Source: an optimization exercise on an open RTL-to-GDS flow (aim: small area). Production flows keep margins and buffers that such runs may drop. In this exercise RTL edits were held to simulation tests only and were not proved equivalent to the original.

==> job 6849: inputs <==
==> flow/design.v <==
module decode #(
  parameter int WIDTH  = 32,
  parameter int REG_AW = 5
) (
  input  logic              clk,
  input  logic              rst,
  input  logic [31:0]       if_id_instr,
  input  logic [WIDTH-1:0]  if_id_npc,
  input  logic              id_flush,
  input  logic              mem_wb_reg_write,
  input  logic [REG_AW-1:0] mem_wb_write_reg,
  input  logic [WIDTH-1:0]  wb_write_data,
  output logic [1:0]        id_ex_wb,
  output logic [2:0]        id_ex_m,
  output logic [3:0]        id_ex_ex,
  output logic [WIDTH-1:0]  id_ex_npc,
  output logic [WIDTH-1:0]  id_ex_readdat1,
  output logic [WIDTH-1:0]  id_ex_readdat2,
  output logic [WIDTH-1:0]  id_ex_sign_ext,
  output logic [4:0]        id_ex_instr_2016,
  output logic [4:0]        id_ex_instr_1511
);
  localparam int NREGS = 1 << REG_AW;
  logic [WIDTH-1:0]  regs_r [1:NREGS-1];
  logic [WIDTH-1:0]  regs_d [1:NREGS-1];
  logic [REG_AW-1:0] rs_r;
  logic [REG_AW-1:0] rt_r;
  logic [15:0]       imm_r;
  logic [WIDTH-1:0]  npc_r;
  logic              rtype_r, lw_r, sw_r, beq_r;
  logic [5:0]        opcode_s;
  logic [WIDTH-1:0]  wdata_s;
  logic [NREGS-1:1]  wsel_s, wsel_n_s;
  logic [NREGS-1:1]  sel1_s, sel2_s;
  assign opcode_s = if_id_instr[31:26];
  logic [WIDTH-1:0]  wdata_n_s;
  logic [NREGS-1:1]  wen_s;
  for (genvar b = 0; b < WIDTH; b++) begin : g_wd
    decode_nand2 u_nand (.a(wb_write_data[b]), .b(rst), .y(wdata_n_s[b]));
    decode_inv   u_inv  (.a(wdata_n_s[b]), .y(wdata_s[b]));
  end
  decode_wsel #(.AW(REG_AW)) u_wsel (
    .rst(rst), .we(mem_wb_reg_write), .addr(mem_wb_write_reg), .sel(wen_s));
  for (genvar i = 1; i < NREGS; i++) begin : g_ws
    decode_inv u_inv_n (.a(wen_s[i]), .y(wsel_n_s[i]));
    decode_inv u_inv   (.a(wsel_n_s[i]), .y(wsel_s[i]));
  end
  for (genvar i = 1; i < NREGS; i++) begin : g_reg
    for (genvar b = 0; b < WIDTH; b++) begin : g_bit
      decode_wmux u_wmux (.s(wsel_s[i]), .s_n(wsel_n_s[i]), .d(wdata_s[b]),
                          .q(regs_r[i][b]), .y(regs_d[i][b]));
    end
  end
  always_ff @(posedge clk) begin
    for (int i = 1; i < NREGS; i++) begin
      regs_r[i] <= regs_d[i];
    end
  end
  always_ff @(posedge clk) begin
    rs_r <= if_id_instr[25:21];
    if (!rst) begin
      rt_r    <= '0;
      imm_r   <= '0;
      npc_r   <= '0;
      rtype_r <= 1'b0;
      lw_r    <= 1'b0;
      sw_r    <= 1'b0;
      beq_r   <= 1'b0;
    end else begin
      rt_r    <= if_id_instr[20:16];
      imm_r   <= if_id_instr[15:0];
      npc_r   <= if_id_npc;
      rtype_r <= !id_flush && (opcode_s == 6'h00);
      lw_r    <= !id_flush && (opcode_s == 6'h23);
      sw_r    <= !id_flush && (opcode_s == 6'h2B);
      beq_r   <= !id_flush && (opcode_s == 6'h04);
    end
  end
  decode_onehot #(.AW(REG_AW)) u_dec1 (.addr(rs_r), .sel(sel1_s));
  decode_onehot #(.AW(REG_AW)) u_dec2 (.addr(rt_r), .sel(sel2_s));
  for (genvar b = 0; b < WIDTH; b++) begin : g_rd
    logic [NREGS-1:1] col_s;
    for (genvar i = 1; i < NREGS; i++) begin : g_col
      assign col_s[i] = regs_r[i][b];
    end
    decode_rdbit u_rd1 (.sel(sel1_s), .d(col_s), .y(id_ex_readdat1[b]));
    decode_rdbit u_rd2 (.sel(sel2_s), .d(col_s), .y(id_ex_readdat2[b]));
  end
  assign id_ex_wb         = {rtype_r | lw_r, lw_r};
  assign id_ex_m          = {beq_r, lw_r, sw_r};
  assign id_ex_ex         = {rtype_r, rtype_r, beq_r, lw_r | sw_r};
  assign id_ex_npc        = npc_r;
  assign id_ex_sign_ext   = {{16{imm_r[15]}}, imm_r};
  assign id_ex_instr_2016 = rt_r;
  assign id_ex_instr_1511 = imm_r[15:11];
endmodule
module decode_wsel #(
  parameter int AW = 5
) (
  input  logic               rst,
  input  logic               we,
  input  logic [AW-1:0]      addr,
  output logic [(1<<AW)-1:1] sel
);
  always_comb begin
    for (int i = 1; i < (1 << AW); i++) begin
      sel[i] = !rst || (we && addr == i);
    end
  end
endmodule
module decode_wmux (
  input  logic s,
  input  logic s_n,
  input  logic d,
  input  logic q,
  output logic y
);
  assign y = (s & d) | (s_n & q);
endmodule
module decode_onehot #(
  parameter int AW = 5
) (
  input  logic [AW-1:0]       addr,
  output logic [(1<<AW)-1:1]  sel
);
  logic [3:0]  lo;
  logic [7:0]  hi;
  logic [31:1] sel_n;
  decode_pre #(.N(2)) u_lo (.a(addr[1:0]), .y(lo));
  decode_pre #(.N(3)) u_hi (.a(addr[4:2]), .y(hi));
  for (genvar i = 1; i < 32; i++) begin : g_sel
    decode_nand2 u_nand (.a(hi[i >> 2]), .b(lo[i & 3]), .y(sel_n[i]));
    decode_inv   u_inv  (.a(sel_n[i]), .y(sel[i]));
  end
endmodule
module decode_pre #(
  parameter int N = 2
) (
  input  logic [N-1:0]      a,
  output logic [(1<<N)-1:0] y
);
  always_comb begin
    for (int i = 0; i < (1 << N); i++) begin
      y[i] = (a == i);
    end
  end
endmodule
module decode_inv (input logic a, output logic y);
  assign y = !a;
endmodule
module decode_rdbit (
  input  logic [31:1] sel,
  input  logic [31:1] d,
  output logic        y
);
  logic [10:0] g_n;
  logic [2:0]  h;
  for (genvar k = 0; k < 10; k++) begin : g_aoi
    decode_aoi222 u_aoi (
      .a0(sel[3*k+1]), .b0(d[3*k+1]), .a1(sel[3*k+2]), .b1(d[3*k+2]),
      .a2(sel[3*k+3]), .b2(d[3*k+3]), .y(g_n[k]));
  end
  decode_nand2 u_n31 (.a(sel[31]), .b(d[31]), .y(g_n[10]));
  decode_nand4 u_h0 (.a(g_n[0]), .b(g_n[1]), .c(g_n[2]), .d(g_n[3]), .y(h[0]));
  decode_nand4 u_h1 (.a(g_n[4]), .b(g_n[5]), .c(g_n[6]), .d(g_n[7]), .y(h[1]));
  decode_nand3 u_h2 (.a(g_n[8]), .b(g_n[9]), .c(g_n[10]), .y(h[2]));
  decode_or3   u_o  (.a(h[0]), .b(h[1]), .c(h[2]), .y(y));
endmodule
module decode_aoi222 (
  input  logic a0, b0, a1, b1, a2, b2,
  output logic y
);
  assign y = !((a0 & b0) | (a1 & b1) | (a2 & b2));
endmodule
module decode_nand2 (input logic a, b, output logic y);
  assign y = !(a & b);
endmodule
module decode_nand3 (input logic a, b, c, output logic y);
  assign y = !(a & b & c);
endmodule
module decode_nand4 (input logic a, b, c, d, output logic y);
  assign y = !(a & b & c & d);
endmodule
module decode_or3 (input logic a, b, c, output logic y);
  assign y = a | b | c;
endmodule
==> flow/flow/run.sh <==
#!/bin/bash
# The standard layout (standard.sh, all ORFS steps), with changes that only
# pick cell sizes:
#  - the buffers that buffer_ports puts on every input and output port are
#    sky130_fd_sc_hd__buf_1 instead of the default choice;
#  - before global placement, flow/upsize.tcl sizes the inverters that drive
#    the register file's select and write-data lines to inv_2 or inv_4;
#  - clock tree synthesis uses clkbuf_8 buffers in clusters of up to 16
#    sinks, without dummy loads.
# Each tool's log stays in orfs/logs/; make's own output goes to
# standard.log in this folder.
set -euo pipefail
here=$(pwd)
bash standard.sh \
  "BUFFER_PORTS_ARGS=-buffer_cell sky130_fd_sc_hd__buf_1" \
  "PRE_GLOBAL_PLACE_TCL=$here/flow/upsize.tcl" \
  "CTS_ARGS=-sink_clustering_enable -repair_clock_nets -dont_use_dummy_load -buf_list sky130_fd_sc_hd__clkbuf_8 -sink_clustering_size 16 -sink_clustering_max_diameter 80" \
  finish > standard.log 2>&1
==> flow/flow/upsize.tcl <==
# Run before global placement (PRE_GLOBAL_PLACE_TCL). The RTL drives each
# register-file row select and write-data column, about 32 loads each, from an
# inverter of its own, which synthesis maps to inv_1 as it cannot see the load.
# Give each such inverter (more than 11 loads) the inv_2 size, which has the
# same area, or inv_4 when it has more than 32 loads, so that repair_design
# need not add buffers on those nets.
set inv2 [[ord::get_db] findMaster sky130_fd_sc_hd__inv_2]
set inv4 [[ord::get_db] findMaster sky130_fd_sc_hd__inv_4]
set n2 0
set n4 0
foreach inst [[ord::get_db_block] getInsts] {
  if {[[$inst getMaster] getName] ne "sky130_fd_sc_hd__inv_1"} continue
  set net [[$inst findITerm Y] getNet]
  if {$net eq "NULL"} continue
  set loads [expr {[llength [$net getITerms]] - 1}]
  if {$loads > 32} {
    $inst swapMaster $inv4
    incr n4
  } elseif {$loads > 10} {
    $inst swapMaster $inv2
    incr n2
  }
}
puts "upsize.tcl: $n2 inverters now inv_2, $n4 now inv_4"
==> flow/standard.sh <==
#!/bin/bash
# synth_recipe.tcl (not shown) runs the flow's synth.tcl, then flattens the netlist and writes it again
# the make line also repeats each setting of config.mk as NAME=value (left out here)
make -C /OpenROAD-flow-scripts/flow DESIGN_CONFIG=/design/flow/config.mk WORK_HOME=/design/flow/orfs CLKGATE_MAP_FILE= SYNTH_SCRIPT=/design/flow/synth_recipe.tcl "${@:-finish}"
==> flow/config.mk <==
export PLATFORM = sky130hd
export DESIGN_NAME = decode
export DESIGN_NICKNAME = decode
export VERILOG_FILES = /design/flow/design.v
export SDC_FILE = /design/flow/constraint.sdc
export NUM_CORES = 4
export LEC_CHECK = 0
export CAP_MARGIN = 20
export CORE_MARGIN = 2
export CORE_UTILIZATION = 60
export PLACE_DENSITY = 0.72
export SLEW_MARGIN = 20
export SYNTH_HIERARCHICAL = 1
export SYNTH_MINIMUM_KEEP_SIZE = 0
==> flow/constraint.sdc <==
create_clock -name core_clock -period 6.0 [get_ports {clk}]
set_input_delay 1.2000 -clock core_clock [delete_from_list [all_inputs] [get_ports {clk}]]
set_output_delay 1.2000 -clock core_clock [all_outputs]
set_load 0.01 [all_outputs]
==> job 6042: changes against job 6849 <==
==> flow/design.v, changed modules only <==
module decode #(
  parameter int WIDTH  = 32,
  parameter int REG_AW = 5
) (
  input  logic              clk,
  input  logic              rst,
  input  logic [31:0]       if_id_instr,
  input  logic [WIDTH-1:0]  if_id_npc,
  input  logic              id_flush,
  input  logic              mem_wb_reg_write,
  input  logic [REG_AW-1:0] mem_wb_write_reg,
  input  logic [WIDTH-1:0]  wb_write_data,
  output logic [1:0]        id_ex_wb,
  output logic [2:0]        id_ex_m,
  output logic [3:0]        id_ex_ex,
  output logic [WIDTH-1:0]  id_ex_npc,
  output logic [WIDTH-1:0]  id_ex_readdat1,
  output logic [WIDTH-1:0]  id_ex_readdat2,
  output logic [WIDTH-1:0]  id_ex_sign_ext,
  output logic [4:0]        id_ex_instr_2016,
  output logic [4:0]        id_ex_instr_1511
);
  localparam int NREGS = 1 << REG_AW;
  logic [WIDTH-1:0]  regs_r [1:NREGS-1];
  logic [WIDTH-1:0]  regs_d [1:NREGS-1];
  logic [REG_AW-1:0] rs_r;
  logic [REG_AW-1:0] rt_r;
  logic [15:0]       imm_r;
  logic [WIDTH-1:0]  npc_r;
  logic              rtype_r, lw_r, sw_r, beq_r;
  logic [5:0]        opcode_s;
  logic [WIDTH-1:0]  wdata_s;
  logic [NREGS-1:1]  wsel_s, wsel_n_s;
  logic [NREGS-1:1]  sel1_s, sel2_s;
  assign opcode_s = if_id_instr[31:26];
  assign wdata_s  = wb_write_data & {WIDTH{rst}};
  decode_wsel #(.AW(REG_AW)) u_wsel (
    .rst(rst), .we(mem_wb_reg_write), .addr(mem_wb_write_reg),
    .sel(wsel_s), .sel_n(wsel_n_s));
  for (genvar i = 1; i < NREGS; i++) begin : g_reg
    for (genvar b = 0; b < WIDTH; b++) begin : g_bit
      decode_wmux u_wmux (.s(wsel_s[i]), .s_n(wsel_n_s[i]), .d(wdata_s[b]),
                          .q(regs_r[i][b]), .y(regs_d[i][b]));
    end
  end
  always_ff @(posedge clk) begin
    for (int i = 1; i < NREGS; i++) begin
      regs_r[i] <= regs_d[i];
    end
  end
  always_ff @(posedge clk) begin
    rs_r <= if_id_instr[25:21];
    if (!rst) begin
      rt_r    <= '0;
      imm_r   <= '0;
      npc_r   <= '0;
      rtype_r <= 1'b0;
      lw_r    <= 1'b0;
      sw_r    <= 1'b0;
      beq_r   <= 1'b0;
    end else begin
      rt_r    <= if_id_instr[20:16];
      imm_r   <= if_id_instr[15:0];
      npc_r   <= if_id_npc;
      rtype_r <= !id_flush && (opcode_s == 6'h00);
      lw_r    <= !id_flush && (opcode_s == 6'h23);
      sw_r    <= !id_flush && (opcode_s == 6'h2B);
      beq_r   <= !id_flush && (opcode_s == 6'h04);
    end
  end
  decode_onehot #(.AW(REG_AW)) u_dec1 (.addr(rs_r), .sel(sel1_s));
  decode_onehot #(.AW(REG_AW)) u_dec2 (.addr(rt_r), .sel(sel2_s));
  for (genvar b = 0; b < WIDTH; b++) begin : g_rd
    logic [NREGS-1:1] col_s;
    for (genvar i = 1; i < NREGS; i++) begin : g_col
      assign col_s[i] = regs_r[i][b];
    end
    decode_rdbit u_rd1 (.sel(sel1_s), .d(col_s), .y(id_ex_readdat1[b]));
    decode_rdbit u_rd2 (.sel(sel2_s), .d(col_s), .y(id_ex_readdat2[b]));
  end
  assign id_ex_wb         = {rtype_r | lw_r, lw_r};
  assign id_ex_m          = {beq_r, lw_r, sw_r};
  assign id_ex_ex         = {rtype_r, rtype_r, beq_r, lw_r | sw_r};
  assign id_ex_npc        = npc_r;
  assign id_ex_sign_ext   = {{16{imm_r[15]}}, imm_r};
  assign id_ex_instr_2016 = rt_r;
  assign id_ex_instr_1511 = imm_r[15:11];
endmodule
module decode_wsel #(
  parameter int AW = 5
) (
  input  logic               rst,
  input  logic               we,
  input  logic [AW-1:0]      addr,
  output logic [(1<<AW)-1:1] sel,
  output logic [(1<<AW)-1:1] sel_n
);
  always_comb begin
    for (int i = 1; i < (1 << AW); i++) begin
      sel[i]   = !rst || (we && addr == i);
      sel_n[i] = !sel[i];
    end
  end
endmodule
module decode_onehot #(
  parameter int AW = 5
) (
  input  logic [AW-1:0]       addr,
  output logic [(1<<AW)-1:1]  sel
);
  always_comb begin
    for (int i = 1; i < (1 << AW); i++) begin
      sel[i] = (addr == i);
    end
  end
endmodule
// module decode_pre removed
// module decode_inv removed
==> flow/flow/run.sh (replaced) <==
#!/bin/bash
# The standard layout, with two changes that only pick smaller cells:
#  - the port buffers that buffer_ports inserts on every input and output
#    are sky130_fd_sc_hd__buf_1 instead of the default choice;
#  - clock tree synthesis runs without dummy loads.
# Every tool's output stays in orfs/logs/; make's own output goes to
# standard.log in this folder.
set -euo pipefail
bash standard.sh \
  "BUFFER_PORTS_ARGS=-buffer_cell sky130_fd_sc_hd__buf_1" \
  "CTS_ARGS=-sink_clustering_enable -repair_clock_nets -dont_use_dummy_load -buf_list sky130_fd_sc_hd__clkbuf_4" \
  finish > standard.log 2>&1
Settings changed: CORE_UTILIZATION 60 to 45, CTS_BUF_LIST from default to sky130_fd_sc_hd__clkbuf_4, PLACE_DENSITY 0.72 to 0.6.
removed: flow/flow/upsize.tcl
==> out/qor.json <==
{
  "layout.core_utilization": {"value": 0.653},
  "status": {"value": "complete, no violations"},
  "tritoncts.num_buffers": {"value": 75},
  "clockRootBuffer": {"value": "clkbuf_8"},
  "num_antenna_cells": {"value": 10},
  "power_frac_seq": {"value": 0.613},
  "yosysSeqAreaShare": {"value": 0.527},
  "multiInputGateArea": {"value": 18100, "unit": "µm²"}
}
# the run above: job 6849

==> out/qor.json <==
{
  "tritoncts.num_buffers": {"value": 293},
  "clockRootBuffer": {"value": "clkbuf_4"},
  "layout.cell_area.non_filler": {"value": 46300, "unit": "µm²"},
  "multiInputGateArea": {"value": 19200, "unit": "µm²"},
  "power_frac_seq": {"value": 0.543},
  "status": {"value": "complete, no violations"},
  "num_antenna_cells": {"value": 3},
  "yosysSeqAreaShare": {"value": 0.530}
}
# the run above: job 6042

## static timing again, ports no longer ideal
The results above use ideal ports. As a check the final layouts listed here were re-extracted and re-timed, cells and wires unchanged. Step 1 sets driving cells, clkbuf_16 on the clock port and buf_2 on the other inputs (assumed; they add their load-dependent delay and slew). Step 2 moves the port delays by t, midway between the first and last clock arrival at a register: inputs arrive t later, outputs are due t later. That takes back most of the time a late clock gives input paths. Three values: ideal ports, drivers, drivers and shift; two values: the first two.
| run | t (ns) | setup slack, ns | hold slack, ns | latest minus earliest clock arrival (ns) | pins driven straight from the clock port |
|---|---|---|---|---|---|
| job 6849 | 0.803 | 1.030 / 0.962 / 1.766 | 0.505 / 0.505 / 0.505 | 0.042 / 0.041 | 1 |
| job 6042 | 1.196 | 0.254 / 0.187 / 1.383 | 0.164 / 0.130 / 0.492 | 0.127 / 0.126 | 1 |
After both steps setup and hold are still met in every run listed.
